Context: an optimization exercise on an open-source flow, tuned for small area. The choices shown serve that exercise and are no tape-out recipe. Only simulation tests tie the RTL to the original design; equivalence was not proved. Power and IR drop assume default switching activity. The flow treats the clock pin as an ideal source, which a real chip does not have.

File: design/flow/constraint.sdc
create_clock -name core_clock -period 8.0 [get_ports {clk}]
set_input_delay 1.6000 -clock core_clock [delete_from_list [all_inputs] [get_ports {clk}]]
set_output_delay 1.6000 -clock core_clock [all_outputs]
set_load 0.01 [all_outputs]
File: design/flow/config.mk
export PLATFORM = sky130hd
export DESIGN_NAME = reg_file_sb
export DESIGN_NICKNAME = reg_file_sb
export VERILOG_FILES = /design/flow/design.v
export SDC_FILE = /design/flow/constraint.sdc
export NUM_CORES = 4
export LEC_CHECK = 0
export CAP_MARGIN = 20
export CORE_MARGIN = 2
export CORE_UTILIZATION = 40
export SLEW_MARGIN = 20
File: design/flow/design.v
module reg_file_sb #(
    parameter int WIDTH_REG = 32,
    parameter int NUM_REGS  = 32,
    parameter int ADDR_W    = $clog2(NUM_REGS),
    parameter bit BYPASS    = 1'b1
) (
    input  logic                 clk,
    input  logic                 rst_n,
    input  logic [ADDR_W-1:0]    a1,
    input  logic [ADDR_W-1:0]    a2,
    output logic [WIDTH_REG-1:0] rd1,
    output logic [WIDTH_REG-1:0] rd2,
    output logic                 busy1,
    output logic                 busy2,
    input  logic [ADDR_W-1:0]    a3,
    input  logic [WIDTH_REG-1:0] wd3,
    input  logic                 we3,
    input  logic                 rsv_en,
    input  logic [ADDR_W-1:0]    rsv_a,
    output logic                 rsv_err,
    output logic                 all_idle
);
    logic [WIDTH_REG-1:0] regs [NUM_REGS];
    logic [NUM_REGS-1:0]  busy;
    logic [NUM_REGS-1:0]  busy_next;
    logic                 wr_ok;
    logic                 byp1;
    logic                 byp2;
    logic                 rsv_clash;
    assign wr_ok     = we3 && a3 != '0;
    assign byp1      = BYPASS && wr_ok && a3 == a1;
    assign byp2      = BYPASS && wr_ok && a3 == a2;
    assign rsv_clash = rsv_en && rsv_a != '0 && busy[rsv_a] && !(we3 && a3 == rsv_a);
    assign rd1   = byp1 ? wd3 : (a1 == '0) ? '0 : regs[a1];
    assign rd2   = byp2 ? wd3 : (a2 == '0) ? '0 : regs[a2];
    assign busy1 = byp1 ? 1'b0 : busy[a1];
    assign busy2 = byp2 ? 1'b0 : busy[a2];
    always_comb begin
        busy_next = '0;
        for (int r = 1; r < NUM_REGS; r++)
            busy_next[r] = (rsv_en && rsv_a == ADDR_W'(r)) ? 1'b1 :
                           (we3 && a3 == ADDR_W'(r)) ? 1'b0 : busy[r];
    end
    always_ff @(posedge clk or negedge rst_n) begin
        if (!rst_n) begin
            for (int r = 0; r < NUM_REGS; r++)
                regs[r] <= '0;
        end else if (wr_ok) begin
            regs[a3] <= wd3;
        end
    end
    always_ff @(posedge clk or negedge rst_n) begin
        if (!rst_n) begin
            busy     <= '0;
            rsv_err  <= 1'b0;
            all_idle <= 1'b1;
        end else begin
            busy     <= busy_next;
            rsv_err  <= rsv_err | rsv_clash;
            all_idle <= ~|busy_next;
        end
    end
endmodule
File: design/flow/run.sh
#!/bin/bash
# synth_recipe.tcl (not shown) runs the flow's synth.tcl, then flattens the netlist and writes it again
# the make line also repeats each setting of config.mk as NAME=value (left out here)
make -C /OpenROAD-flow-scripts/flow DESIGN_CONFIG=/design/flow/config.mk WORK_HOME=/design/flow/orfs CLKGATE_MAP_FILE= SYNTH_SCRIPT=/design/flow/synth_recipe.tcl finish
==> flow_metrics.py, run 1 <==
metrics = {
    "status": {
        "status": "timing/DRC/antenna clean",
    },
    "layout": {
        "n_fill_cell": 12257,
        "finish.instance_area_um2": 62300,
        "multiInputGateArea_um2": 26600,
        "final_nets": 4805,
        "instances_no_fill": 6642,
        "area_growth_pct": 16.4,
        "final_layout_size_suffix_gt1_share_pct": 34.2,
        "seqCellArea_um2": 25700,
    },
    "worst_setup_path": {
        "crit_path_top_delay_cell": "nor2_4",
        "crit_chain": "buf_2 > nand3b_1 > nor2_4 > buf_4 > buf_4 > a22oi_1 > nand3_1 > nor4_1 > o21ai_0 > clkdlybuf4s50_1",
        "critPathLaunchType": "input pin",
        "crit_arrival_ns": 5.88,
        "crit_required_ns": 6.40,
        "crit_top_cell": "buf_4",
        "crit_fanout": 30,
        "reg2reg_setup_slack_ns": 6.16,
        "endpoint_kind": "output pin",
        "slowest_delay_ns": 1.16,
        "worst-setup-path-type": "input pin to output pin",
    },
    "logic_synthesis": {
        "async_flop_share_pct": 100,
        "syn_area_per_cell_um2": 11.3,
        "synthCells": 4728,
        "post_synth_num_cell_types": 75,
        "syn_nets": 4784,
        "ys.warnings.count": 2,
        "syn_area_um2": 53500,
        "seq_area_frac_synth_pct": 47.9,
        "ys_ff_latch": 1025,
        "synthTopCellsByArea": "dfrtp_1 (48%), mux2_2 (21%), a22oi_1 (8.1%), and3_1 (4.3%), clkbuf_1 (2.5%)",
        "yosysTopAreaCell": "dfrtp_1",
        "synth.top_cell.area_share_pct": 47.9,
        "synth_ff_type": "dfrtp_1",
        "synth_edf_count": 0,
    },
    "pwr": {
        "seqPwrFrac_pct": 46.2,
        "sw_frac_of_total_pct": 30.0,
        "p_int_w": 0.0110,
        "power_frac_clock_pct": 38.2,
        "p_comb_share_pct": 15.6,
        "power_density_nw_per_um2": 253,
        "power.switching_w": 0.00472,
        "p_leak_nw": 27.5,
        "peakVddDrop_v": 0.000182,
    },
    "sta": {
        "timing.final.ws_setup_ns": 0.523,
        "finalCritPeriodShare_pct": 93.5,
        "fmax_ghz": 0.134,
        "hold_viol": 0,
        "hold_ws_ns": 0.519,
        "rsz0062_at_grt": "false",
        "finalSetupViolCount": 0,
        "tightest_slew_ns": 1.40,
        "drv_slew": 0,
        "slew_headroom_pct": 6.68,
        "tns_ns": 0,
        "skew_ns": 0.00687,
        "finalCriticalPeriod_ns": 7.48,
    },
    "global_route": {
        "overflow": 0,
        "grt_usage_pct": 41.7,
        "grt_pass1_vias": 46779,
        "grt_max_degree": 161,
        "grt_pass1_wl_mm": 396,
        "antenna_found_initial": 35,
    },
    "floorplanning": {
        "fp-row-count": 134,
        "core-area_um2": 133000,
        "top_level_ports": 124,
        "die_x_um": 370,
        "die_y_um": 370,
        "start_util_pct": 40.2,
        "dieArea_um2": 137000,
    },
    "clocking": {
        "post_cts_buffers": 0,
        "cts_sinks": 1025,
        "cts.clk_slew.worst_paths_ns": 0.06,
        "numCtsBuffers": 114,
        "clk_latency_ns": 0.77,
        "h-tree-depth": 3,
        "cts-root-buf": "clkbuf_16",
        "cts_resized": 0,
        "tritoncts": "yes",
        "clockBufferDepth": 3,
        "cts_hold_buf": 0,
    },
    "place": {
        "dp_slack_ns": 0.788,
        "post_dp_cell_area_um2": 57900,
        "hpwl_mm": 176,
        "dp.cells": 6395,
        "io_buffer_count": 123,
        "place_congestion": 1.00,
    },
    "route": {
        "wl_per_cell_um": 44.1,
        "vias_per_cell": 7.61,
        "drt_drc_violations_left": 0,
        "ant_nets": 0,
        "drtPass1Iterations": 10,
        "routed_wl_mm": 293,
        "initialDrtViolationCount": 10571,
        "vias": 50561,
    },
    "run": {
        "cap_violations": 0,
    },
    "worst_hold_path": {
        "hp-class": "register to register",
    },
}
-- power by group through the flow --
stage | registers, W | clock network [W] | logic, W
2_1_floorplan | 0.00681 | 0 | 0.00149
3_3_place_gp | 0.00725 | 0 | 0.00232
3_5_place_dp | 0.00726 | 0 | 0.00238
4_1_cts | 0.00718 | 0.00599 | 0.00238
5_1_grt | 0.00732 | 0.00621 | 0.00256
6_report | 0.00727 | 0.00601 | 0.00246
-- layout make-up --
cell class              count  share of cell area, %
multi-input cells        3203                   42.8
clock buffers             157                   5.24
clock inverters            53                   1.48
well taps                1768                   3.55
repair buffers            387                   5.54
diodes                     31                  0.125
inverters                  18                  0.108
flip-flops and latches   1025                   41.2
-- stage by stage --
| step | total power, W | util [%] |
|---|---|---|
| floorplan | 0.00830 | - |
| finish | 0.0157 | 46.8 |
| global route | 0.0161 | 46.7 |
| CTS | 0.0156 | 46.7 |
| detailed placement | 0.00963 | 43.5 |
| global placement | 0.00957 | 43.5 |
-- worst max-delay path: cells and delay by family --
family | cells | cell delay (ns)
simple gates | 4 | 1.99
buf+inv | 4 | 1.87
compound gates | 2 | 0.34
-- logic make-up after synthesis --
logic type | after synthesis | synth area share (%)
AO/OA/AOI/OAI | 1035 | 14.1
XOR/XNOR | 15 | 0.245
buffers and inverters | 500 | 3.73
flip-flops | 1025 | 47.9
multiplexers | 1036 | 22.3
AND/OR/NAND/NOR | 1117 | 11.8
-- state kept, by name, indices dropped and copies added (netlist names) --
name,flops
regs,992
all_idle,1
busy,31
rsv_err,1
-- cells in the final DEF (no fill, tap or decap), types with 19 or more instances in the layout --
cell type,count
mux4_2,24
o21ai_0,150
clkbuf_1,20
nand2_1,154
and3_1,363
mux2_2,997
a22oi_1,579
a2111oi_0,120
dfrtp_1,1024
a221oi_1,30
clkbuf_16,116
buf_12,19
bufinv_16,23
nand4_1,108
buf_2,25
clkdlybuf4s50_1,97
nand3_1,164
buf_4,237
clkbuf_8,21
diode_2,31
nor2_4,72
nor4_1,66
a21oi_1,49
nand2b_1,19
-- cell usage after synthesis, types with 24 or more instances --
| cell type | number |
|---|---|
| dfrtp_1 | 1024 |
| mux2_2 | 997 |
| a22oi_1 | 579 |
| and3_1 | 365 |
| clkbuf_1 | 350 |
| nand2_1 | 166 |
| nand3_1 | 165 |
| o21ai_0 | 150 |
| a2111oi_0 | 120 |
| nand4_1 | 108 |
| nor2_1 | 87 |
| buf_2 | 81 |
| nor4_1 | 67 |
| a21oi_1 | 51 |
| buf_1 | 46 |
| a221oi_1 | 30 |
| mux4_2 | 24 |
-- layer usage --
metal	global-route usage (%)	share of wire [%]	up-vias
met1	52.8	36	25286
met3	19.9	16	1706
met4	26.9	8.5	26
li1	-	-	18243
met2	56.1	39	5300
met5	1.61	0.15	-
-- path summary, 6_finish.rpt --
check | cells past startpoint | to | start
setup / recovery | 10 | rd2[31] | a2[1]
hold reg to reg | 1 | regs[1][3]$_DFFE_PN0P_ | regs[1][3]$_DFFE_PN0P_
min in group asynchronous | 1 | busy[26]$_DFF_PN0_ | rst_n
setup reg to reg | 5 | rsv_err$_DFF_PN0_ | busy[19]$_DFF_PN0_
max in group asynchronous | 3 | regs[12][15]$_DFFE_PN0P_ | rst_n
hold / removal | 1 | regs[1][3]$_DFFE_PN0P_ | regs[1][3]$_DFFE_PN0P_
==> run 2, diff against run 1 <==
==> design/flow/design.v (replaced) <==
module reg_file_sb #(
    parameter int WIDTH_REG = 32,
    parameter int NUM_REGS  = 32,
    parameter int ADDR_W    = $clog2(NUM_REGS),
    parameter bit BYPASS    = 1'b1
) (
    input  logic                 clk,
    input  logic                 rst_n,
    input  logic [ADDR_W-1:0]    a1,
    input  logic [ADDR_W-1:0]    a2,
    output logic [WIDTH_REG-1:0] rd1,
    output logic [WIDTH_REG-1:0] rd2,
    output logic                 busy1,
    output logic                 busy2,
    input  logic [ADDR_W-1:0]    a3,
    input  logic [WIDTH_REG-1:0] wd3,
    input  logic                 we3,
    input  logic                 rsv_en,
    input  logic [ADDR_W-1:0]    rsv_a,
    output logic                 rsv_err,
    output logic                 all_idle
);
    logic [WIDTH_REG-1:0] regs [1:NUM_REGS-1];
    logic [NUM_REGS-1:1]  valid;
    logic [NUM_REGS-1:1]  busy;
    logic [NUM_REGS-1:1]  wsel;
    logic [NUM_REGS-1:1]  rsel;
    logic [NUM_REGS-1:1]  sel1;
    logic [NUM_REGS-1:1]  sel2;
    logic                 wr_ok;
    logic                 byp1;
    logic                 byp2;
    logic                 rsv_clash;
    assign wr_ok = we3 && a3 != '0;
    assign byp1  = BYPASS && wr_ok && a3 == a1;
    assign byp2  = BYPASS && wr_ok && a3 == a2;
    always_comb begin
        for (int r = 1; r < NUM_REGS; r++) begin
            wsel[r] = we3 && a3 == ADDR_W'(r);
            rsel[r] = rsv_en && rsv_a == ADDR_W'(r);
            sel1[r] = valid[r] && a1 == ADDR_W'(r);
            sel2[r] = valid[r] && a2 == ADDR_W'(r);
        end
    end
    for (genvar b = 0; b < WIDTH_REG; b++) begin : g_rd
        logic [NUM_REGS-2:0] col;
        for (genvar r = 1; r < NUM_REGS; r++) begin : g_col
            assign col[r-1] = regs[r][b];
        end
        rf_rdbit u_rd1 (.sel(sel1), .d(col), .byp(byp1), .wd(wd3[b]), .y(rd1[b]));
        rf_rdbit u_rd2 (.sel(sel2), .d(col), .byp(byp2), .wd(wd3[b]), .y(rd2[b]));
    end
    logic [NUM_REGS-1:0]  busy_all;
    assign busy_all  = {busy, 1'b0};
    assign busy1     = !byp1 && busy_all[a1];
    assign busy2     = !byp2 && busy_all[a2];
    assign rsv_clash = |(rsel & busy & ~wsel);
    assign all_idle  = ~|busy;
    always_ff @(posedge clk) begin
        for (int r = 1; r < NUM_REGS; r++)
            if (wsel[r]) regs[r] <= wd3;
    end
    always_ff @(posedge clk or negedge rst_n) begin
        if (!rst_n) begin
            valid   <= '0;
            busy    <= '0;
            rsv_err <= 1'b0;
        end else begin
            valid   <= valid | wsel;
            busy    <= rsel | (busy & ~wsel);
            rsv_err <= rsv_err | rsv_clash;
        end
    end
endmodule
module rf_rdbit (
    input  logic [30:0] sel,
    input  logic [30:0] d,
    input  logic        byp,
    input  logic        wd,
    output logic        y
);
    logic [9:0] n;
    for (genvar g = 0; g < 10; g++) begin : g_aoi
        rf_aoi3 u_aoi (.s(sel[3*g +: 3]), .d(d[3*g +: 3]), .y(n[g]));
    end
    assign y = byp ? wd : (~&n | (sel[30] & d[30]));
endmodule
module rf_aoi3 (
    input  logic [2:0] s,
    input  logic [2:0] d,
    output logic       y
);
    assign y = ~|(s & d);
endmodule
--- a/design/flow/config.mk
+++ b/design/flow/config.mk
@@ -9,3 +9,5 @@
 export CORE_MARGIN = 2
 export CORE_UTILIZATION = 40
 export SLEW_MARGIN = 20
+export SYNTH_HIERARCHICAL = 1
+export SYNTH_MINIMUM_KEEP_SIZE = 0
==> run 2 against run 1 <==
- die area decreased by 19%
- via count decreased by 35%
- highest routed layer unchanged
- non-clock buffer count decreased by 140
- routed wire length decreased by 42%
- sequential cell count increased by 30
- register-to-register slack improved by 0.43 ns
- power decreased by 22%
- synthesized area decreased by 19%
- critical path depth decreased by 2
- global-route usage decreased by 12 points
- still clean
- setup slack improved by 0.12 ns
- clock power decreased by 17%
==> flow_metrics.py, run 2 <==
metrics = {
    "route": {
        "vias": 32678,
        "routed_wl_mm": 170,
        "ant_nets": 0,
        "vias_per_cell": 7.61,
        "drt_drc_violations_left": 0,
        "wl_per_cell_um": 39.6,
        "drtPass1Iterations": 14,
        "initialDrtViolationCount": 8584,
    },
    "sta": {
        "drv_slew": 0,
        "timing.final.ws_setup_ns": 0.641,
        "rsz0062_at_grt": "false",
        "hold_ws_ns": 0.484,
        "slew_headroom_pct": 10.2,
        "tns_ns": 0,
        "finalCritPeriodShare_pct": 92.0,
        "finalSetupViolCount": 0,
        "skew_ns": 0.00286,
        "tightest_slew_ns": 1.35,
        "finalCriticalPeriod_ns": 7.36,
        "hold_viol": 0,
        "fmax_ghz": 0.136,
    },
    "layout": {
        "area_growth_pct": 17.4,
        "largest_reg_flops": 992,
        "regMostFlops": "regs",
        "instances_no_fill": 4293,
        "finish.instance_area_um2": 50800,
        "final_common_cell": "edfxtp_1",
        "final_nets": 2854,
        "final_layout_size_suffix_gt1_share_pct": 17.2,
        "layout_common_cells": "edfxtp_1 (992), a222oi_1 (640), nand4_1 (133)",
        "reg_top3": "regs: 992 flops, busy: 31 flops, valid: 31 flops",
    },
    "floorplanning": {
        "top_level_ports": 124,
        "fp-row-count": 120,
        "dieArea_um2": 111000,
        "core-area_um2": 107000,
        "die_x_um": 333,
        "die_y_um": 333,
        "start_util_pct": 40.4,
    },
    "worst_hold_path": {
        "worstHoldPathCells": 1,
        "hp-class": "register to register",
    },
    "place": {
        "dp_slack_ns": 0.876,
        "hpwl_mm": 101,
        "io_buffer_count": 123,
        "place_congestion": 0.919,
        "dp.cells": 4092,
        "post_dp_cell_area_um2": 47300,
    },
    "worst_setup_path": {
        "crit_arrival_ns": 5.76,
        "critPathLaunchType": "input pin",
        "worst-setup-path-type": "input pin to output pin",
        "worstRegToRegCells": 4,
        "endpoint_kind": "output pin",
        "crit_fanout": 32,
        "crit_required_ns": 6.40,
    },
    "clocking": {
        "tritoncts": "yes",
        "cts-root-buf": "clkbuf_16",
        "cts.clk_slew.worst_paths_ns": 0.06,
        "cts_sinks": 1055,
        "cts_hold_buf": 0,
        "post_cts_buffers": 0,
        "clk_latency_ns": 0.69,
        "numCtsBuffers": 107,
        "clockBufferDepth": 3,
        "h-tree-depth": 3,
        "cts_resized": 0,
    },
    "logic_synthesis": {
        "synthCells": 2476,
        "syn_nets": 2532,
        "synthMuxAreaShare_pct": 2.39,
        "synth_ff_type": "edfxtp_1",
        "synth.top_cell.area_share_pct": 68.9,
        "synth_top_family_by_area": "compound AO/OA/AOI/OAI gates",
        "syn_area_um2": 43300,
        "synthAdderAreaFrac_pct": 0,
        "post_synth_num_cell_types": 53,
        "synth_xor_area_share_pct": 0.202,
        "synth_most_common_cell": "edfxtp_1",
        "synth-compound-area-share_pct": 18.2,
        "ys_ff_latch": 1055,
        "yosysTopAreaCell": "edfxtp_1",
        "async_flop_share_pct": 5.97,
        "synth-simple-area-share_pct": 5.76,
        "synth_common_cells": "edfxtp_1 (992), a222oi_1 (640), nand4_1 (133), nand2_1 (106), inv_1 (70)",
        "syn_area_per_cell_um2": 17.5,
        "synth_edf_count": 992,
        "synthTopCellsByArea": "edfxtp_1 (69%), a222oi_1 (15%), dfrtp_1 (3.6%), a2111oi_2 (2.3%), nand4_1 (1.9%)",
        "seq_area_frac_synth_pct": 72.5,
        "ys.warnings.count": 8,
    },
    "global_route": {
        "grt_max_degree": 64,
        "grt_usage_pct": 29.7,
        "grt_pass1_wl_mm": 235,
        "antenna_found_initial": 8,
        "grt_pass1_vias": 32151,
        "overflow": 0,
    },
    "run": {
        "cap_violations": 0,
    },
    "pwr": {
        "p_leak_nw": 16.2,
        "peakVddDrop_v": 0.000176,
        "power_density_nw_per_um2": 241,
    },
    "status": {
        "status": "timing/DRC/antenna clean",
    },
}
run 2: changes by cell type in the layout (fill, tap and decap cells not counted), sizes merged, moves of 61 or more:
cell / previous run / this run
a222oi: 2 / 640
nor2: 91 / 30
a22oi: 579 / 2
buf: 290 / 131
edfxtp: 0 / 992
dfrtp: 1024 / 63
o21ai: 154 / 38
nand3: 165 / 5
and3: 366 / 59
mux2: 997 / 3
run 2: final timing paths:
kind,from,endpoint,slack [ns]
min in group asynchronous,rst_n,valid[10]$_DFF_PN0_,1.12
max,a1[4],rd1[8],0.64
min reg2reg,valid[16]$_DFF_PN0_,valid[16]$_DFF_PN0_,0.48
max reg2reg,busy[5]$_DFF_PN0_,rsv_err$_DFF_PN0_,6.59
min,valid[16]$_DFF_PN0_,valid[16]$_DFF_PN0_,0.48
max in group asynchronous,rst_n,busy[14]$_DFF_PN0_,6.33
run 2: final cells by class:
cell class / instances / area (um^2)
Fill cell: 9041 / 56400
Sequential cell: 1055 / 31400
Multi-Input combinational cell: 1317 / 11800
Clock buffer: 139 / 2880
Timing Repair Buffer: 247 / 2160
Tap cell: 1403 / 1760
Clock inverter: 59 / 568
Inverter: 70 / 263
Antenna cell: 3 / 7.51
run 2: critical path, stage by stage:
cell             delay [ns]
clkdlybuf4s50_1        0.69
nor3b_1                0.54
and3_2                 1.17
a222oi_1               0.18
nand4_1                0.38
a2111oi_2              0.06
mux2i_1                0.43
clkdlybuf4s50_1        0.65
run 2: per-module statistics from Yosys, one instance, submodules excluded:
module,cell area [um^2],flops+latches,times used
rf_rdbit,45.0,0,64
rf_aoi3,10.0,0,640
reg_file_sb,34000,1055,1
run 2: kinds of logic (layout without fill, tap and decap cells):
family	after synthesis	count (layout)
simple gates	440	440
compound gates	783	783
flops	1055	1055
xor+xnor	10	10
other cells	0	3
buf+inv	104	515
mux	84	84
run 2: metal layers:
layer	wire length, um	GRT usage, %
met4	8850	13.7
met5	72	0
met3	28100	9.58
met1	59100	39.2
met2	73700	44.8
run 2: power breakdown:
group	switching, W	internal, W	leakage [nW]
clock	0.00212	0.00285	1.69
sequential	0.000124	0.00618	9.68
combinational	0.000591	0.000384	4.85
total	0.00283	0.00941	16.2
run 2: through the flow:
step	power, W	utilization [%]
after floorplan	0.00681	-
after global placement	0.00734	44.2
after detailed placement	0.00736	44.1
after CTS	0.0122	47.4
after global routing	0.0126	47.4
final	0.0122	47.4
==> run 3, diff against run 2 <==
--- a/design/flow/config.mk
+++ b/design/flow/config.mk
@@ -7,7 +7,7 @@
 export LEC_CHECK = 0
 export CAP_MARGIN = 20
 export CORE_MARGIN = 2
-export CORE_UTILIZATION = 40
+export CORE_UTILIZATION = 65
 export SLEW_MARGIN = 20
 export SYNTH_HIERARCHICAL = 1
 export SYNTH_MINIMUM_KEEP_SIZE = 0
==> run 3 against run 2 <==
- critical path depth unchanged
- combinational power up 2.1%
- clock skew up 0.014 ns
- sequential power about the same
- sequential share of layout area up 1.1 points
- via count down 0.26%
- power down 2.8%
- clock power down 7.2%
- hold slack worse by 0.0068 ns
- utilization up 28 points
- routed wire length down 7.6%
==> flow_metrics.py, run 3 <==
metrics = {
    "worst_setup_path": {
        "crit_path_top_delay_cell": "and3_2",
        "cp_top_family": "simple AND/OR/NAND/NOR gates",
        "r2r-start": "busy[19]$_DFF_PN0_",
        "cp-startpoint": "a2[0]",
        "reg2reg_setup_slack_ns": 6.34,
        "worstRegToRegCells": 5,
        "crit_fanout": 32,
        "critPathLaunchType": "input pin",
        "slowest_delay_ns": 1.07,
        "crit_chain": "clkdlybuf4s50_1 > nor3b_1 > and3_2 > a222oi_1 > nand4_1 > a2111oi_2 > mux2i_1 > clkdlybuf4s50_1",
        "worst-setup-path-type": "input pin to output pin",
        "path_buf_inv": 2,
        "crit_top_cell": "clkdlybuf4s50_1",
        "endpoint_kind": "output pin",
        "path_depth": 8,
        "crit_path_end": "rd2[15]",
        "crit_required_ns": 6.40,
        "crit_arrival_ns": 5.70,
        "r2r-end": "rsv_err$_DFF_PN0_",
    },
    "route": {
        "ant_nets": 0,
        "initialDrtViolationCount": 8761,
        "vias": 32592,
        "drt_drc_violations_left": 0,
        "routed_wl_mm": 157,
        "drtPass1Iterations": 13,
        "vias_per_cell": 8.69,
        "wl_per_cell_um": 41.8,
    },
    "place": {
        "place_congestion": 0.938,
        "dp_slack_ns": 0.975,
        "post_dp_cell_area_um2": 46800,
        "hpwl_mm": 92.5,
        "io_buffer_count": 123,
    },
    "floorplanning": {
        "fp-row-count": 94,
        "core-area_um2": 65900,
        "start_util_pct": 65.7,
        "die_x_um": 262,
        "dieArea_um2": 68600,
        "die_y_um": 262,
        "top_level_ports": 124,
    },
    "pwr": {
        "power_frac_clock_pct": 38.7,
        "power_density_nw_per_um2": 239,
        "p_int_w": 0.00912,
        "power.switching_w": 0.00278,
        "sw_frac_of_total_pct": 23.3,
        "seqPwrFrac_pct": 52.9,
        "peakVddDrop_v": 0.000186,
        "p_comb_share_pct": 8.4,
        "p_leak_nw": 16.2,
    },
    "sta": {
        "slew_headroom_pct": 14.8,
        "rsz0062_at_grt": "false",
        "skew_ns": 0.0173,
        "fmax_ghz": 0.137,
        "hold_viol": 0,
        "tightest_slew_ns": 1.28,
        "finalCritPeriodShare_pct": 91.3,
        "drv_slew": 0,
        "finalSetupViolCount": 0,
        "timing.final.ws_setup_ns": 0.699,
        "finalCriticalPeriod_ns": 7.30,
    },
    "clocking": {
        "post_cts_buffers": 0,
        "clk_latency_ns": 0.66,
        "clockBufferDepth": 3,
        "numCtsBuffers": 102,
        "cts_hold_buf": 0,
        "cts.clk_slew.worst_paths_ns": 0.06,
        "cts_resized": 0,
        "h-tree-depth": 3,
        "tritoncts": "yes",
        "cts_sinks": 1055,
        "cts-root-buf": "clkbuf_16",
    },
    "logic_synthesis": {
        "syn_area_um2": 43300,
        "post_synth_num_cell_types": 53,
        "synth_most_common_cell": "edfxtp_1",
        "synth_common_cells": "edfxtp_1 (992), a222oi_1 (640), nand4_1 (133), nand2_1 (106), inv_1 (70)",
        "ys_ff_latch": 1055,
        "ys.warnings.count": 8,
        "syn_nets": 2532,
        "synth_ff_type": "edfxtp_1",
        "syn_area_per_cell_um2": 17.5,
        "yosysTopAreaCell": "edfxtp_1",
        "synthCells": 2476,
        "synth_edf_count": 992,
        "synthTopCellsByArea": "edfxtp_1 (69%), a222oi_1 (15%), dfrtp_1 (3.6%), a2111oi_2 (2.3%), nand4_1 (1.9%)",
        "synth.top_cell.area_share_pct": 68.9,
        "seq_area_frac_synth_pct": 72.5,
        "async_flop_share_pct": 5.97,
    },
    "layout": {
        "final_common_cell": "edfxtp_1",
        "final_layout_size_suffix_gt1_share_pct": 16.2,
        "multiInputGateArea_um2": 11700,
        "reg_top3": "regs: 992 flops, busy: 31 flops, valid: 31 flops",
        "final_nets": 2865,
        "seqCellArea_um2": 31400,
        "area_growth_pct": 15.3,
        "n_fill_cell": 3904,
        "finish.instance_area_um2": 49900,
        "largest_reg_flops": 992,
        "regMostFlops": "regs",
        "layout_common_cells": "edfxtp_1 (992), a222oi_1 (640), nand4_1 (133)",
    },
    "run": {
        "cap_violations": 0,
    },
    "global_route": {
        "grt_pass1_wl_mm": 220,
        "antenna_found_initial": 1,
        "grt_pass1_vias": 31805,
        "grt_usage_pct": 45.7,
        "grt_max_degree": 64,
        "overflow": 0,
    },
    "status": {
        "status": "timing/DRC/antenna clean",
    },
    "worst_hold_path": {
        "min_from": "valid[29]$_DFF_PN0_",
        "hp-class": "register to register",
    },
}
==> run 3: cell counts after synthesis <==
Identical to the previous run, type by type.
==> run 3: metrics by stage <==
| stage | hold slack [ns] | instances | utilization, % | power (W) | TNS [ns] |
|---|---|---|---|---|---|
| final | 0.477 | 3752 | 75.7 | 0.0119 | 0 |
| after global routing | 0.495 | 3751 | 75.7 | 0.0122 | 0 |
| after CTS | 0.476 | 3751 | 75.8 | 0.0119 | 0 |
| after detailed placement | 0.460 | 3569 | 71.1 | 0.00736 | 0 |
| after global placement | 0.458 | 3569 | 71.1 | 0.00734 | 0 |
| after floorplan | 0.438 | 2476 | - | 0.00681 | -64.60 |
==> run 3: area by class of cell <==
cell class | count | share of cell area, %
antenna | 1 | 0.00502
inverter | 70 | 0.527
clock inverter | 49 | 0.810
sequential | 1055 | 62.9
clock buffer | 133 | 5.47
tap | 864 | 2.17
timing repair buffer | 263 | 4.67
multi-input combinational | 1317 | 23.5
==> run 3: logic make-up after synthesis <==
group                  after synthesis  synth area share (%)
XOR/XNOR                            10                 0.202
AND/OR/NAND/NOR                    440                  5.76
AO/OA/AOI/OAI                      783                  18.2
buffers and inverters              104                 0.980
flip-flops                        1055                  72.5
multiplexers                        84                  2.39
==> run 3: worst register-to-register path: cells and delay by family, from the launching register on <==
family | cells | cell delay (ns)
buf+inv | 1 | 0.07
compound gates | 3 | 1.02
flops | 1 | 0.39
simple gates | 1 | 0.13
==> run 3: Yosys stat by module, one instance, submodules excluded <==
module | cells | cell area (um^2) | copies in the design | flip-flops and latches
rf_aoi3 | 1 | 10.0 | 640 | 0
reg_file_sb | 1452 | 34000 | 1 | 1055
rf_rdbit | 6 | 45.0 | 64 | 0
==> run 3: per-layer routing <==
metal | vias to the layer above | GRT usage (%) | routed length, um
met5 | - | 0 | 12
met4 | 2 | 31.5 | 13000
met3 | 716 | 14.0 | 27200
met2 | 3538 | 68.1 | 69100
met1 | 15776 | 58.1 | 47700
li1 | 12560 | - | -
==> run 3: worst min-delay path by stage <==
| stage | to | slack [ns] | depth (start not counted) |
|---|---|---|---|
| floorplan | valid[24]$_DFF_PN0_ | 0.44 | 1 |
| global placement | valid[29]$_DFF_PN0_ | 0.46 | 1 |
| detailed placement | valid[29]$_DFF_PN0_ | 0.46 | 1 |
| CTS | valid[29]$_DFF_PN0_ | 0.48 | 1 |
| global route | valid[29]$_DFF_PN0_ | 0.50 | 1 |
| finish | valid[29]$_DFF_PN0_ | 0.48 | 1 |
==> run 3: power groups by stage <==
stage | sequential (W) | combinational (W) | clock (W)
6_report | 0.00629 | 0.000995 | 0.00461
5_1_grt | 0.00630 | 0.00103 | 0.00483
4_1_cts | 0.00629 | 0.000967 | 0.00460
3_5_place_dp | 0.00640 | 0.000962 | 0
3_3_place_gp | 0.00639 | 0.000946 | 0
2_1_floorplan | 0.00635 | 0.000454 | 0
==> run 4, diff against run 3 <==
==> design/flow/flow/run.sh (new file) <==
#!/bin/bash
# The standard layout with plain buffers on the ports (instead of delay cells) and
# larger clock-sink clusters without dummy loads. Each tool's output goes to standard.log.
set -euo pipefail
export BUFFER_PORTS_ARGS="-buffer_cell sky130_fd_sc_hd__buf_1"
export CTS_ARGS="-sink_clustering_enable -repair_clock_nets -sink_clustering_size 30 -sink_clustering_max_diameter 100 -dont_use_dummy_load"
bash standard.sh > standard.log 2>&1
==> design/flow/standard.sh (new file) <==
#!/bin/bash
# synth_recipe.tcl (not shown) runs the flow's synth.tcl, then flattens the netlist and writes it again
# the make line also repeats each setting of config.mk as NAME=value (left out here)
make -C /OpenROAD-flow-scripts/flow DESIGN_CONFIG=/design/flow/config.mk WORK_HOME=/design/flow/orfs CLKGATE_MAP_FILE= SYNTH_SCRIPT=/design/flow/synth_recipe.tcl "${@:-finish}"
removed: design/flow/run.sh
==> run 4 against run 3 <==
- highest routed layer is now met4
- sequential cell count did not move
- via count fell by 2.9%
- setup slack improved by 0.47 ns
- clock power fell by 46%
- register-to-register slack improved by 0.17 ns
- fmax rose by 6.9%
==> flow_metrics.py, run 4 <==
metrics = {
    "clocking": {
        "clockBufferDepth": 3,
        "cts-root-buf": "clkbuf_16",
        "post_cts_buffers": 0,
        "cts_hold_buf": 0,
        "h-tree-depth": 2,
        "clk_latency_ns": 0.64,
        "cts.clk_slew.worst_paths_ns": 0.10,
        "cts_sinks": 1055,
        "cts_resized": 0,
        "tritoncts": "yes",
        "numCtsBuffers": 41,
    },
    "global_route": {
        "grt_usage_pct": 42.5,
        "antenna_found_initial": 0,
        "grt_pass1_wl_mm": 208,
        "grt_pass1_vias": 30436,
        "grt_max_degree": 64,
        "overflow": 0,
    },
    "logic_synthesis": {
        "synth_common_cells": "edfxtp_1 (992), a222oi_1 (640), nand4_1 (133), nand2_1 (106), inv_1 (70)",
        "synth_edf_count": 992,
        "synth_most_common_cell": "edfxtp_1",
        "synthTopCellsByArea": "edfxtp_1 (69%), a222oi_1 (15%), dfrtp_1 (3.6%), a2111oi_2 (2.3%), nand4_1 (1.9%)",
        "syn_nets": 2532,
        "seq_area_frac_synth_pct": 72.5,
        "yosysTopAreaCell": "edfxtp_1",
        "async_flop_share_pct": 5.97,
        "synth.top_cell.area_share_pct": 68.9,
        "syn_area_um2": 43300,
        "syn_area_per_cell_um2": 17.5,
        "synth_ff_type": "edfxtp_1",
        "ys.warnings.count": 8,
        "synthCells": 2476,
        "post_synth_num_cell_types": 53,
        "ys_ff_latch": 1055,
    },
    "floorplanning": {
        "top_level_ports": 124,
        "die_x_um": 262,
        "core-area_um2": 65900,
        "fp-row-count": 94,
        "dieArea_um2": 68600,
        "die_y_um": 262,
        "start_util_pct": 65.7,
    },
    "place": {
        "hpwl_mm": 86.5,
        "place_congestion": 1.05,
        "io_buffer_count": 123,
        "post_dp_cell_area_um2": 45800,
    },
    "pwr": {
        "total_power_w": 0.00968,
        "power_density_nw_per_um2": 207,
        "peakVddDrop_v": 0.000164,
        "power.switching_w": 0.00230,
        "seqPwrFrac_pct": 65.0,
        "p_comb_share_pct": 9.1,
        "power_frac_clock_pct": 25.9,
        "p_leak_nw": 14.7,
        "p_int_w": 0.00739,
        "sw_frac_of_total_pct": 23.7,
    },
    "route": {
        "vias": 31647,
        "vias_per_cell": 8.83,
        "initialDrtViolationCount": 8611,
        "wl_met1_mm": 45.6,
        "ant_nets": 0,
        "wl_met3_mm": 25.0,
        "wl_met2_mm": 65.2,
        "highest_layer": "met4",
        "wl_per_cell_um": 41.1,
        "drtPass1Iterations": 13,
        "drt_drc_violations_left": 0,
        "routed_wl_mm": 147,
    },
    "layout": {
        "area_growth_pct": 8.23,
        "diodes": 0,
        "final_layout_size_suffix_gt1_share_pct": 12.2,
        "largest_reg_flops": 992,
        "final_nets": 2777,
        "final_common_cell": "edfxtp_1",
        "fin_util_pct": 71.1,
        "n_fill_cell": 4209,
        "reg_top3": "regs: 992 flops, busy: 31 flops, valid: 31 flops",
        "finish.instance_area_um2": 46800,
        "layout_common_cells": "edfxtp_1 (992), a222oi_1 (640), nand4_1 (133)",
        "regMostFlops": "regs",
    },
    "sta": {
        "hold_ws_ns": 0.488,
        "finalCritPeriodShare_pct": 85.4,
        "fmax_ghz": 0.146,
        "tightest_slew_ns": 1.28,
        "skew_ns": 0.0404,
        "tns_ns": 0,
        "finalCriticalPeriod_ns": 6.83,
        "drv_slew": 0,
        "hold_viol": 0,
        "slew_headroom_pct": 14.5,
        "rsz0062_at_grt": "false",
        "finalSetupViolCount": 0,
    },
    "worst_setup_path": {
        "critPathLaunchType": "input pin",
        "cp_top_family": "simple AND/OR/NAND/NOR gates",
        "endpoint_kind": "output pin",
        "crit_path_top_delay_cell": "and3_1",
        "crit_fanout": 17,
        "path_buf_inv": 3,
        "worst-setup-path-type": "input pin to output pin",
        "crit_top_cell": "buf_1",
        "crit_arrival_ns": 5.23,
        "slowest_delay_ns": 1.08,
        "crit_chain": "buf_1 > nand2_1 > nor2_1 > and3_1 > buf_4 > a222oi_1 > nand4_1 > a2111oi_2 > mux2i_1 > buf_1",
        "crit_required_ns": 6.40,
    },
    "status": {
        "status": "timing/DRC/antenna clean",
    },
    "worst_hold_path": {
        "hp-class": "register to register",
    },
    "run": {
        "cap_violations": 0,
    },
}
==> run 4: area by class of cell <==
type	count	area [um^2]	area share (%)
tap	864	1080	2.31
multi-input combinational	1317	11700	25.0
inverter	70	263	0.561
timing repair buffer	236	1360	2.91
sequential	1055	31400	67.0
clock buffer	41	1030	2.19
==> run 4: final timing paths <==
kind,end,slack (ns),cells past startpoint,startpoint
hold reg to reg,valid[12]$_DFF_PN0_,0.49,1,valid[12]$_DFF_PN0_
max in group asynchronous,busy[8]$_DFF_PN0_,6.21,2,rst_n
hold / removal,valid[12]$_DFF_PN0_,0.49,1,valid[12]$_DFF_PN0_
setup reg to reg,rsv_err$_DFF_PN0_,6.51,5,busy[19]$_DFF_PN0_
min in group asynchronous,valid[28]$_DFF_PN0_,1.13,2,rst_n
setup / recovery,rd1[15],1.17,10,a1[0]
==> run 4: cells by family after synthesis <==
family          count (synthesis)  synth area share [%]
flops                        1055                  72.5
compound gates                783                  18.2
simple gates                  440                  5.76
buf+inv                       104                 0.980
mux                            84                  2.39
xor+xnor                       10                 0.202
==> run 4: Yosys stat by module, one instance, submodules excluded <==
module / cells inside / flops+latches
reg_file_sb: 1452 / 1055
rf_aoi3: 1 / 0
rf_rdbit: 6 / 0
==> run 4: power groups by stage <==
| stage | Clock (W) | Combinational (W) | Sequential [W] |
|---|---|---|---|
| 5_1_grt | 0.00267 | 0.000917 | 0.00630 |
| 6_report | 0.00251 | 0.000882 | 0.00629 |
| 4_1_cts | 0.00249 | 0.000852 | 0.00628 |
| 2_1_floorplan | 0 | 0.000454 | 0.00635 |
| 3_5_place_dp | 0 | 0.000851 | 0.00640 |
| 3_3_place_gp | 0 | 0.000829 | 0.00640 |
==> run 4: stage by stage <==
| stage | std cells | setup WS, ns |
|---|---|---|
| after floorplan | 2476 | -0.990 |
| after global placement | 3539 | 1.59 |
| after detailed placement | 3542 | 1.47 |
| after CTS | 3583 | 1.46 |
| after global routing | 3583 | 1.18 |
| final | 3583 | 1.17 |
==> run 4: metal layers <==
metal,global-route usage (%),vias up
met5,0,-
met4,26.2,0
met3,11.2,637
met2,64.2,3499
met1,56.1,15250
li1,-,12261
==> run 5, diff against run 4 <==
--- a/design/flow/design.v
+++ b/design/flow/design.v
@@ -47,8 +47,8 @@
         for (genvar r = 1; r < NUM_REGS; r++) begin : g_col
             assign col[r-1] = regs[r][b];
         end
-        rf_rdbit u_rd1 (.sel(sel1), .d(col), .byp(byp1), .wd(wd3[b]), .y(rd1[b]));
-        rf_rdbit u_rd2 (.sel(sel2), .d(col), .byp(byp2), .wd(wd3[b]), .y(rd2[b]));
+        rf_rdbit u_rd1 (.sel(sel1), .d(col), .byp(byp1), .nbyp(!byp1), .wd(wd3[b]), .y(rd1[b]));
+        rf_rdbit u_rd2 (.sel(sel2), .d(col), .byp(byp2), .nbyp(!byp2), .wd(wd3[b]), .y(rd2[b]));
     end
     logic [NUM_REGS-1:0]  busy_all;
     assign busy_all  = {busy, 1'b0};
@@ -76,14 +76,23 @@
     input  logic [30:0] sel,
     input  logic [30:0] d,
     input  logic        byp,
+    input  logic        nbyp,
     input  logic        wd,
     output logic        y
 );
     logic [9:0] n;
+    logic [2:0] x;
+    logic       t, m, w;
     for (genvar g = 0; g < 10; g++) begin : g_aoi
         rf_aoi3 u_aoi (.s(sel[3*g +: 3]), .d(d[3*g +: 3]), .y(n[g]));
     end
-    assign y = byp ? wd : (~&n | (sel[30] & d[30]));
+    rf_nand2  u_t  (.a({sel[30], d[30]}), .y(t));
+    rf_nand4  u_x0 (.a(n[3:0]), .y(x[0]));
+    rf_nand4  u_x1 (.a(n[7:4]), .y(x[1]));
+    rf_nand3  u_x2 (.a({n[9:8], t}), .y(x[2]));
+    rf_o31ai  u_m  (.a(x), .b(nbyp), .y(m));
+    rf_nand2  u_w  (.a({byp, wd}), .y(w));
+    rf_nand2  u_y  (.a({m, w}), .y(y));
 endmodule
 module rf_aoi3 (
     input  logic [2:0] s,
@@ -92,3 +101,28 @@
 );
     assign y = ~|(s & d);
 endmodule
+module rf_nand2 (
+    input  logic [1:0] a,
+    output logic       y
+);
+    assign y = ~&a;
+endmodule
+module rf_nand3 (
+    input  logic [2:0] a,
+    output logic       y
+);
+    assign y = ~&a;
+endmodule
+module rf_nand4 (
+    input  logic [3:0] a,
+    output logic       y
+);
+    assign y = ~&a;
+endmodule
+module rf_o31ai (
+    input  logic [2:0] a,
+    input  logic       b,
+    output logic       y
+);
+    assign y = ~(|a & b);
+endmodule
==> run 5 against run 4 <==
- non-clock buffer count up 11
- critical path type unchanged
- power increased by 0.53%
- synthesized cell count grew 2.7%
- sequential power is essentially flat
- combinational power rose by 4.0%
- still clean on timing, DRC and antenna
- sequential share of layout area up 0.21 points
- utilization is essentially flat
- setup slack better by 0.24 ns
- fmax increased by 3.6%
==> flow_metrics.py, run 5 <==
metrics = {
    "worst_setup_path": {
        "crit_required_ns": 6.40,
        "crit_path_top_delay_cell": "inv_2",
        "slowest_delay_ns": 0.84,
        "crit_chain": "buf_1 > or2_1 > o31ai_1 > nor4_2 > inv_2 > buf_4 > o31ai_2 > nand2_1 > buf_1",
        "endpoint_kind": "output pin",
        "critPathLaunchType": "input pin",
        "crit_fanout": 25,
        "worst-setup-path-type": "input pin to output pin",
        "crit_arrival_ns": 5.00,
        "crit_top_cell": "buf_1",
    },
    "clocking": {
        "cts_resized": 0,
        "numCtsBuffers": 42,
        "h-tree-depth": 2,
        "clockBufferDepth": 3,
        "cts.clk_slew.worst_paths_ns": 0.06,
        "cts_hold_buf": 0,
        "cts-root-buf": "clkbuf_16",
        "cts_sinks": 1055,
        "tritoncts": "yes",
        "clk_latency_ns": 0.62,
        "post_cts_buffers": 0,
    },
    "layout": {
        "area_growth_pct": 8.45,
        "largest_reg_flops": 992,
        "instances_no_fill": 3665,
        "final_layout_size_suffix_gt1_share_pct": 12.1,
        "final_nets": 2856,
        "reg_top3": "regs: 992 flops, busy: 31 flops, valid: 31 flops",
        "final_common_cell": "edfxtp_1",
        "layout_common_cells": "edfxtp_1 (992), a222oi_1 (640), nand2_1 (232)",
        "regMostFlops": "regs",
    },
    "pwr": {
        "power_frac_clock_pct": 26.1,
        "power_density_nw_per_um2": 209,
        "sw_frac_of_total_pct": 24.0,
        "seqPwrFrac_pct": 64.5,
        "p_int_w": 0.00740,
        "power.switching_w": 0.00234,
        "p_leak_nw": 14.6,
        "peakVddDrop_v": 0.000199,
        "p_comb_share_pct": 9.4,
    },
    "floorplanning": {
        "die_x_um": 261,
        "die_y_um": 261,
        "core-area_um2": 65600,
        "dieArea_um2": 68300,
        "start_util_pct": 65.6,
        "fp-row-count": 94,
        "top_level_ports": 124,
    },
    "logic_synthesis": {
        "post_synth_num_cell_types": 54,
        "async_flop_share_pct": 5.97,
        "synth_ff_type": "edfxtp_1",
        "synth_most_common_cell": "edfxtp_1",
        "ys.warnings.count": 8,
        "yosysTopAreaCell": "edfxtp_1",
        "synthTopCellsByArea": "edfxtp_1 (69%), a222oi_1 (15%), dfrtp_1 (3.7%), nand2_1 (2.0%), nand4_1 (1.9%)",
        "seq_area_frac_synth_pct": 72.9,
        "syn_area_per_cell_um2": 16.9,
        "synth_common_cells": "edfxtp_1 (992), a222oi_1 (640), nand2_1 (232), nand4_1 (133), nand3_1 (69)",
        "synth.top_cell.area_share_pct": 69.2,
        "synthCells": 2542,
        "ys_ff_latch": 1055,
        "synth_edf_count": 992,
        "syn_nets": 2598,
        "syn_area_um2": 43000,
    },
    "sta": {
        "timing.final.ws_setup_ns": 1.40,
        "finalCriticalPeriod_ns": 6.60,
        "skew_ns": 0.0497,
        "finalCritPeriodShare_pct": 82.4,
        "finalSetupViolCount": 0,
        "slew_headroom_pct": 10.5,
        "tns_ns": 0,
        "fmax_ghz": 0.152,
        "rsz0062_at_grt": "false",
        "drv_slew": 0,
        "hold_viol": 0,
        "tightest_slew_ns": 1.34,
    },
    "global_route": {
        "grt_pass1_vias": 32296,
        "grt_max_degree": 64,
        "grt_pass1_wl_mm": 226,
        "overflow": 0,
        "grt_usage_pct": 47.3,
        "antenna_found_initial": 9,
    },
    "route": {
        "vias": 33131,
        "wl_per_cell_um": 44.3,
        "initialDrtViolationCount": 9816,
        "drt_drc_violations_left": 0,
        "vias_per_cell": 9.04,
        "routed_wl_mm": 162,
        "drtPass1Iterations": 13,
        "ant_nets": 0,
    },
    "worst_hold_path": {
        "hp-class": "register to register",
    },
    "place": {
        "io_buffer_count": 123,
        "dp_slack_ns": 1.47,
        "place_congestion": 0.920,
        "hpwl_mm": 88.7,
        "dp.cells": 3619,
    },
    "run": {
        "cap_violations": 0,
    },
    "status": {
        "status": "timing/DRC/antenna clean",
    },
}
==> run 5: area by class of cell <==
type                            count  area [um^2]
Antenna cell                        3         7.51
Clock buffer                       42         1050
Fill cell                        4202        19000
Inverter                            9         33.8
Multi-Input combinational cell   1445        11700
Sequential cell                  1055        31400
Tap cell                          864         1080
Timing Repair Buffer              247         1400
==> run 5: kinds of logic (layout without fill, tap and decap cells) <==
kind of cell              Yosys count  count (layout)  synth area share [%]
AOI/OAI and AO/OA                 785             785                  17.9
DFF                              1055            1055                  72.9
buffers and inverters              42             298                 0.433
muxes                              18              18                 0.890
xor gates and xnor gates           10              10                 0.203
and+or+nand+nor                   632             632                  7.67
other                               0               3                     0
==> run 5: path summary, 6_finish.rpt <==
| path | cells past startpoint | start | slack, ns | end |
|---|---|---|---|---|
| setup / recovery | 9 | a3[0] | 1.40 | rd1[30] |
| hold / removal | 1 | valid[4]$_DFF_PN0_ | 0.50 | valid[4]$_DFF_PN0_ |
| setup reg to reg | 5 | busy[19]$_DFF_PN0_ | 6.57 | rsv_err$_DFF_PN0_ |
| hold reg to reg | 1 | valid[4]$_DFF_PN0_ | 0.50 | valid[4]$_DFF_PN0_ |
| max in group asynchronous | 2 | rst_n | 6.21 | busy[3]$_DFF_PN0_ |
| min in group asynchronous | 2 | rst_n | 1.18 | rsv_err$_DFF_PN0_ |
==> run 5: metal layers <==
metal / global-route usage (%) / wire length [um] / part of all wire (%) / vias to the layer above
li1: - / - / - / 12488
met1: 61.6 / 50100 / 31 / 15956
met2: 68.4 / 69000 / 42 / 3814
met3: 18.4 / 31200 / 19 / 867
met4: 27.0 / 12200 / 7.5 / 6
met5: 0 / 26 / 0.016 / -
==> run 5: power by group through the flow <==
stage,clock network (W),logic (W),registers (W)
6_report,0.00254,0.000917,0.00628
5_1_grt,0.00268,0.000940,0.00629
4_1_cts,0.00252,0.000868,0.00627
3_5_place_dp,0,0.000867,0.00639
3_3_place_gp,0,0.000850,0.00639
2_1_floorplan,0,0.000440,0.00635
==> run 5: critical path, delay by kind of cell <==
| family | cells | cell delay, ns |
|---|---|---|
| AO/OA/AOI/OAI | 2 | 0.78 |
| buffers and inverters | 4 | 1.64 |
| AND/OR/NAND/NOR | 3 | 0.95 |
==> run 5: metrics by stage <==
step	power, W	hold WS, ns	util [%]	area, um^2
floorplan	0.00679	0.438	-	43000
global placement	0.00724	0.457	69.5	45600
detailed placement	0.00726	0.469	69.5	45600
CTS	0.00966	0.495	71.1	46600
global route	0.00991	0.517	71.1	46700
finish	0.00974	0.497	71.1	46700
==> run 5: Yosys stat by module, one instance, submodules excluded, a selection <==
module	cells inside	cell area (um^2)
rf_aoi3	1	10.0
rf_nand4	1	6.26
rf_nand3	1	5.00
rf_nand2	1	3.75
reg_file_sb	1454	34000
rf_o31ai	1	12.5
==> run 6, diff against run 5 <==
--- a/design/flow/config.mk
+++ b/design/flow/config.mk
@@ -5,9 +5,9 @@
 export SDC_FILE = /design/flow/constraint.sdc
 export NUM_CORES = 4
 export LEC_CHECK = 0
-export CAP_MARGIN = 20
+export CAP_MARGIN = 10
 export CORE_MARGIN = 2
 export CORE_UTILIZATION = 65
-export SLEW_MARGIN = 20
+export SLEW_MARGIN = 10
 export SYNTH_HIERARCHICAL = 1
 export SYNTH_MINIMUM_KEEP_SIZE = 0
==> run 6 against run 5 <==
- fmax is 1.0% lower
- synthesized area unchanged
- highest routed layer unchanged
- global-route usage fell by 0.081 points
- critical path type unchanged
- sequential share of layout area about the same
- register-to-register slack is essentially flat
- utilization fell by 0.052 points
- via count decreased by 0.17%
- clock skew rose by 0.0022 ns
- synthesized cell count is the same
==> flow_metrics.py, run 6 <==
metrics = {
    "clocking": {
        "cts_resized": 0,
        "cts.clk_slew.worst_paths_ns": 0.11,
        "cts_sinks": 1055,
        "numCtsBuffers": 42,
        "cts_hold_buf": 0,
        "cts-root-buf": "clkbuf_16",
        "post_cts_buffers": 0,
        "clk_latency_ns": 0.63,
        "clockBufferDepth": 3,
        "tritoncts": "yes",
        "h-tree-depth": 2,
    },
    "layout": {
        "reg_top3": "regs: 992 flops, busy: 31 flops, valid: 31 flops",
        "final_nets": 2855,
        "area_growth_pct": 8.37,
        "regMostFlops": "regs",
        "layout_common_cells": "edfxtp_1 (992), a222oi_1 (640), nand2_1 (232)",
        "final_common_cell": "edfxtp_1",
        "final_layout_size_suffix_gt1_share_pct": 11.9,
        "n_fill_cell": 4191,
        "instances_no_fill": 3663,
        "largest_reg_flops": 992,
    },
    "logic_synthesis": {
        "syn_area_per_cell_um2": 16.9,
        "synth_top_family_by_area": "compound AO/OA/AOI/OAI gates",
        "synthMuxAreaShare_pct": 0.890,
        "seq_area_frac_synth_pct": 72.9,
        "synth_most_common_cell": "edfxtp_1",
        "syn_nets": 2598,
        "synthCells": 2542,
        "synthTopCellsByArea": "edfxtp_1 (69%), a222oi_1 (15%), dfrtp_1 (3.7%), nand2_1 (2.0%), nand4_1 (1.9%)",
        "synth_ff_type": "edfxtp_1",
        "async_flop_share_pct": 5.97,
        "ys.warnings.count": 8,
        "ys_ff_latch": 1055,
        "synth-compound-area-share_pct": 17.9,
        "synth_edf_count": 992,
        "syn_area_um2": 43000,
        "synthAdderAreaFrac_pct": 0,
        "yosysTopAreaCell": "edfxtp_1",
        "synth_common_cells": "edfxtp_1 (992), a222oi_1 (640), nand2_1 (232), nand4_1 (133), nand3_1 (69)",
        "synth.top_cell.area_share_pct": 69.2,
        "synth-simple-area-share_pct": 7.67,
        "synth_xor_area_share_pct": 0.204,
        "post_synth_num_cell_types": 54,
    },
    "place": {
        "dp_slack_ns": 1.51,
        "hpwl_mm": 88.6,
        "place_congestion": 0.920,
        "dp.cells": 3619,
        "io_buffer_count": 123,
    },
    "worst_hold_path": {
        "hp-class": "register to register",
    },
    "sta": {
        "finalCriticalPeriod_ns": 6.66,
        "skew_ns": 0.0519,
        "finalSetupViolCount": 0,
        "hold_ws_ns": 0.500,
        "fmax_ghz": 0.150,
        "drv_slew": 0,
        "slew_headroom_pct": 3.15,
        "tightest_slew_ns": 1.45,
        "timing.final.ws_setup_ns": 1.34,
        "finalCritPeriodShare_pct": 83.3,
        "hold_viol": 0,
        "tns_ns": 0,
        "rsz0062_at_grt": "false",
    },
    "route": {
        "wl_met1_mm": 49.9,
        "routed_wl_mm": 163,
        "wl_per_cell_um": 44.4,
        "vias": 33076,
        "vias_per_cell": 9.03,
        "wl_met2_mm": 69.2,
        "ant_nets": 0,
        "drt_drc_violations_left": 0,
        "initialDrtViolationCount": 9761,
        "drtPass1Iterations": 13,
        "highest_layer": "met5",
        "wl_met3_mm": 31.9,
    },
    "pwr": {
        "peakVddDrop_v": 0.000173,
        "power_density_nw_per_um2": 209,
        "p_leak_nw": 14.6,
        "total_power_w": 0.00974,
    },
    "worst_setup_path": {
        "worst-setup-path-type": "input pin to output pin",
        "critPathLaunchType": "input pin",
        "crit_fanout": 25,
        "endpoint_kind": "output pin",
        "crit_required_ns": 6.40,
        "crit_arrival_ns": 5.06,
    },
    "floorplanning": {
        "die_y_um": 261,
        "die_x_um": 261,
        "dieArea_um2": 68300,
        "start_util_pct": 65.6,
        "core-area_um2": 65600,
        "fp-row-count": 94,
        "top_level_ports": 124,
    },
    "global_route": {
        "antenna_found_initial": 5,
        "grt_pass1_vias": 32254,
        "grt_pass1_wl_mm": 226,
        "grt_usage_pct": 47.2,
        "grt_max_degree": 64,
        "overflow": 0,
    },
    "status": {
        "status": "timing/DRC/antenna clean",
    },
    "run": {
        "cap_violations": 0,
    },
}
## run 6: final cells by class
| class | instances | area (um^2) | share of cell area (%) |
|---|---|---|---|
| antenna | 2 | 5.00 | 0.0107 |
| clock buffer | 42 | 1050 | 2.25 |
| inverter | 9 | 33.8 | 0.0724 |
| multi-input combinational | 1445 | 11700 | 25.1 |
| sequential | 1055 | 31400 | 67.2 |
| tap | 864 | 1080 | 2.32 |
| timing repair buffer | 246 | 1390 | 2.97 |
## run 6: stage by stage
stage,area (um^2),util [%]
after CTS,46600,71.1
after detailed placement,45600,69.5
after floorplan,43000,-
final,46600,71.1
after global routing,46600,71.1
after global placement,45600,69.5
## run 6: path summary, 6_finish.rpt
| check | slack, ns | cells past startpoint | endpoint | startpoint |
|---|---|---|---|---|
| worst max-delay path | 1.34 | 9 | rd1[30] | a3[1] |
| worst min-delay path | 0.50 | 1 | valid[15]$_DFF_PN0_ | valid[15]$_DFF_PN0_ |
| worst max register to register | 6.58 | 5 | rsv_err$_DFF_PN0_ | busy[19]$_DFF_PN0_ |
| worst min register to register | 0.50 | 1 | valid[15]$_DFF_PN0_ | valid[15]$_DFF_PN0_ |
| max in group asynchronous | 6.20 | 2 | busy[10]$_DFF_PN0_ | rst_n |
| min in group asynchronous | 1.18 | 2 | valid[19]$_DFF_PN0_ | rst_n |
## run 6: kinds of logic after synthesis
| logic type | count (synthesis) |
|---|---|
| DFF | 1055 |
| AOI/OAI and AO/OA | 785 |
| buffers and inverters | 42 |
| and+or+nand+nor | 632 |
| xor gates and xnor gates | 10 |
| muxes | 18 |
## run 6: worst max-delay path, stage by stage
cell     delay [ns]
buf_1          0.24
or2_1          0.67
o31ai_1        0.68
nor4_2         0.15
inv_2          0.84
buf_4          0.38
o31ai_2        0.10
nand2_1        0.15
buf_1          0.17
## run 6: report_power, final
part | switching (W) | internal [W] | total, W | leakage (nW)
sequential | 0.000114 | 0.00617 | 0.00628 | 9.68
clock | 0.00160 | 0.000951 | 0.00255 | 0.518
combinational | 0.000635 | 0.000282 | 0.000916 | 4.42
total | 0.00235 | 0.00740 | 0.00974 | 14.6
## run 6: metal layers
| metal | up-vias | global-route usage, % |
|---|---|---|
| li1 | 12484 | - |
| met1 | 15957 | 61.8 |
| met2 | 3835 | 68.1 |
| met3 | 796 | 18.1 |
| met4 | 4 | 27.0 |
| met5 | - | 0 |
## run 6: modules after synthesis (local to each module, per instance), a selection
| module | copies in the design | flops+latches |
|---|---|---|
| reg_file_sb | 1 | 1055 |
| rf_aoi3 | 640 | 0 |
| rf_nand2 | 192 | 0 |
| rf_nand3 | 64 | 0 |
| rf_nand4 | 128 | 0 |
| rf_o31ai | 64 | 0 |
==> run 7, diff against run 6 <==
--- a/design/flow/config.mk
+++ b/design/flow/config.mk
@@ -8,6 +8,7 @@
 export CAP_MARGIN = 10
 export CORE_MARGIN = 2
 export CORE_UTILIZATION = 65
+export GPL_TIMING_DRIVEN = 0
 export SLEW_MARGIN = 10
 export SYNTH_HIERARCHICAL = 1
 export SYNTH_MINIMUM_KEEP_SIZE = 0
==> run 7 against run 6 <==
- still clean
- utilization increased by 2.7 points
- sequential cell count unchanged
- sequential power about the same
- non-clock buffer count increased by 32
- first-iteration DRC count decreased by 2.0%
- clock power about the same
- sequential share of layout area decreased by 2.4 points
- global-route usage increased by 1.4 points
- largest cell class unchanged
- highest routed layer unchanged
==> flow_metrics.py, run 7 <==
metrics = {
    "floorplanning": {
        "top_level_ports": 124,
        "dieArea_um2": 68300,
        "die_y_um": 261,
        "die_x_um": 261,
        "fp-row-count": 94,
        "start_util_pct": 65.6,
        "core-area_um2": 65600,
    },
    "worst_setup_path": {
        "crit_fanout": 17,
        "crit_required_ns": 6.40,
        "r2r-start": "busy[5]$_DFF_PN0_",
        "worstRegToRegCells": 4,
        "r2r-end": "rsv_err$_DFF_PN0_",
        "worst-setup-path-type": "input pin to output pin",
        "critPathLaunchType": "input pin",
        "reg2reg_setup_slack_ns": 6.50,
        "crit_arrival_ns": 5.45,
        "endpoint_kind": "output pin",
    },
    "worst_hold_path": {
        "worstHoldPathCells": 1,
        "worstHoldEndpoint": "valid[11]$_DFF_PN0_",
        "min_from": "valid[11]$_DFF_PN0_",
        "hp-class": "register to register",
    },
    "logic_synthesis": {
        "ys.warnings.count": 8,
        "synth_ff_type": "edfxtp_1",
        "syn_area_per_cell_um2": 16.9,
        "syn_area_um2": 43000,
        "yosysTopAreaCell": "edfxtp_1",
        "synth_edf_count": 992,
        "synth.top_cell.area_share_pct": 69.2,
        "synthTopCellsByArea": "edfxtp_1 (69%), a222oi_1 (15%), dfrtp_1 (3.7%), nand2_1 (2.0%), nand4_1 (1.9%)",
        "synth_most_common_cell": "edfxtp_1",
        "post_synth_num_cell_types": 54,
        "synth_common_cells": "edfxtp_1 (992), a222oi_1 (640), nand2_1 (232), nand4_1 (133), nand3_1 (69)",
        "synthCells": 2542,
        "async_flop_share_pct": 5.97,
        "syn_nets": 2598,
        "seq_area_frac_synth_pct": 72.9,
        "ys_ff_latch": 1055,
    },
    "sta": {
        "finalCritPeriodShare_pct": 88.1,
        "skew_ns": 0.0283,
        "tightest_slew_ns": 1.30,
        "drv_slew": 0,
        "finalCriticalPeriod_ns": 7.05,
        "hold_viol": 0,
        "rsz0062_at_grt": "false",
        "fmax_ghz": 0.142,
        "finalSetupViolCount": 0,
        "slew_headroom_pct": 13.5,
    },
    "layout": {
        "final_nets": 2886,
        "instances_no_fill": 3695,
        "largest_reg_flops": 992,
        "area_growth_pct": 12.4,
        "fin_util_pct": 73.7,
        "seqCellArea_um2": 31400,
        "reg_top3": "regs: 992 flops, busy: 31 flops, valid: 31 flops",
        "n_fill_cell": 3950,
        "layout_common_cells": "edfxtp_1 (992), a222oi_1 (640), nand2_1 (232)",
        "final_layout_size_suffix_gt1_share_pct": 15.1,
        "regMostFlops": "regs",
        "final_common_cell": "edfxtp_1",
        "multiInputGateArea_um2": 11800,
    },
    "clocking": {
        "clk_latency_ns": 0.61,
        "tritoncts": "yes",
        "cts_hold_buf": 0,
        "cts_sinks": 1055,
        "post_cts_buffers": 0,
        "cts_resized": 0,
        "h-tree-depth": 2,
        "clockBufferDepth": 3,
        "numCtsBuffers": 41,
        "cts.clk_slew.worst_paths_ns": 0.08,
        "cts-root-buf": "clkbuf_16",
    },
    "global_route": {
        "grt_pass1_wl_mm": 230,
        "met1_usage_pct": 63.0,
        "grt_max_degree": 35,
        "overflow": 0,
        "grt_usage_pct": 48.6,
        "antenna_found_initial": 7,
        "busiest_layer": "met2",
        "gr-usage-met2_pct": 69.7,
        "use_met3_pct": 20.7,
        "grt_pass1_vias": 32192,
    },
    "place": {
        "hpwl_mm": 106,
        "dp.cells": 3651,
        "place_congestion": 0.937,
        "io_buffer_count": 116,
    },
    "pwr": {
        "seqPwrFrac_pct": 64.3,
        "power_density_nw_per_um2": 202,
        "p_comb_share_pct": 9.8,
        "peakVddDrop_v": 0.000272,
        "p_leak_nw": 15.2,
        "p_int_w": 0.00740,
        "power_frac_clock_pct": 26.0,
        "sw_frac_of_total_pct": 24.3,
        "power.switching_w": 0.00238,
    },
    "run": {
        "cap_violations": 0,
    },
    "route": {
        "routed_wl_mm": 166,
        "drt_drc_violations_left": 0,
        "wl_per_cell_um": 44.9,
        "drtPass1Iterations": 12,
        "vias": 33537,
        "initialDrtViolationCount": 9562,
        "ant_nets": 0,
        "vias_per_cell": 9.08,
    },
    "status": {
        "status": "timing/DRC/antenna clean",
    },
}
run 7: final cells by class:
cell class | instances | area share, %
clock buffer | 41 | 2.12
tap | 864 | 2.23
sequential | 1055 | 64.8
inverter | 9 | 0.0802
buffer | 33 | 0.315
multi-input combinational | 1445 | 24.3
timing repair buffer | 245 | 6.07
antenna | 3 | 0.0155
run 7: worst max-delay path by stage:
stage,startpoint,end,slack [ns],depth (start not counted)
6_report,a2[0],rd2[21],0.95,11
5_1_grt,a2[0],rd2[21],0.93,11
4_1_cts,a2[0],rd2[5],1.32,11
3_5_place_dp,a2[0],rd2[5],1.32,11
3_3_place_gp,a3[2],rd1[24],-8.37,9
2_1_floorplan,a3[0],rd1[0],0.01,8
run 7: metrics by stage:
| stage | hold slack, ns | total power (W) | cell area, um^2 | setup TNS (ns) | setup slack (ns) |
|---|---|---|---|---|---|
| 2_1_floorplan | 0.438 | 0.00679 | 43000 | 0 | 0.0131 |
| 4_1_cts | 0.491 | 0.00966 | 48400 | 0 | 1.32 |
| 3_5_place_dp | 0.473 | 0.00729 | 47300 | 0 | 1.32 |
| 5_1_grt | 0.519 | 0.00994 | 48400 | 0 | 0.933 |
| 3_3_place_gp | 0.459 | 0.00721 | 44600 | -432.21 | -8.37 |
| 6_report | 0.492 | 0.00978 | 48400 | 0 | 0.949 |
run 7: power by group through the flow:
stage               logic (W)  registers (W)  clock network [W]
floorplan            0.000440        0.00635                  0
global placement     0.000818        0.00639                  0
detailed placement   0.000888        0.00640                  0
CTS                  0.000890        0.00628            0.00249
global route         0.000977        0.00629            0.00267
finish               0.000956        0.00628            0.00254
run 7: cells by family after synthesis:
group	after synthesis	synth area share (%)
mux	18	0.890
compound gates	785	17.9
flops	1055	72.9
simple gates	632	7.67
buf+inv	42	0.433
xor+xnor	10	0.203
run 7: per-module statistics from Yosys (local to each module, per instance), a selection:
module | flip-flops and latches | cell area (um^2)
reg_file_sb | 1055 | 34000
rf_aoi3 | 0 | 10.0
rf_nand2 | 0 | 3.75
rf_nand3 | 0 | 5.00
rf_nand4 | 0 | 6.26
rf_o31ai | 0 | 12.5
run 7: critical path: stages:
cell	delay [ns]
buf_1	0.26
clkbuf_1	0.49
clkbuf_1	0.45
nor3b_1	0.21
and3_2	0.51
buf_16	0.27
a222oi_1	0.37
nand4_1	0.36
o31ai_2	0.42
nand2_1	0.28
buf_1	0.20
run 7: metal layers:
layer  share of wire (%)  wire, um  vias to the layer above
li1                    -         -                    12564
met1                  30     49900                    16001
met2                  42     69500                     4004
met3                  20     33600                      964
met4                 7.9     13100                        4
met5               0.012        20                        -

## what the ideal ports hide
The results above use ideal ports. As a check the final layouts listed here were re-extracted and re-timed, cells and wires unchanged.
Step 1 assumes that a clkbuf_16 drives the clock port and a buf_2 every other input.
Step 2 times the ports against the registers' clock, not the clock port: input delays grow and output delays shrink by t, the midpoint of the rising clock arrivals with the driver on.
Slacks: no drivers / after step 1 / after step 2; pairs: no drivers / after step 1.
| run | t (ns) | slack for setup (ns) | hold WS [ns] | worst setup path at the end | worst register clock-pin slew, ns |
|---|---|---|---|---|---|
| run 1 | 0.867 | 0.523 / 0.394 / 0.394 | 0.519 / 0.519 / 0.519 | input to output | 0.07 / 0.07 |
| run 2 | 0.755 | 0.641 / 0.621 / 0.621 | 0.484 / 0.484 / 0.484 | input to output | 0.06 / 0.06 |
| run 3 | 0.736 | 0.699 / 0.677 / 0.677 | 0.477 / 0.477 / 0.477 | input to output | 0.07 / 0.07 |
| run 4 | 0.686 | 1.169 / 1.143 / 1.143 | 0.488 / 0.488 / 0.488 | input to output | 0.12 / 0.12 |
| run 5 | 0.676 | 1.405 / 1.381 / 1.381 | 0.497 / 0.497 / 0.497 | input to output | 0.12 / 0.12 |
| run 6 | 0.680 | 1.337 / 1.316 / 1.316 | 0.500 / 0.500 / 0.500 | input to output | 0.12 / 0.12 |
| run 7 | 0.692 | 0.949 / 0.910 / 0.910 | 0.492 / 0.492 / 0.492 | input to output | 0.12 / 0.12 |
After both steps every run listed still meets setup and hold. The setup slack of run 1, which loses most, moves by -0.129 ns with the drivers and by -0.129 ns with both steps.
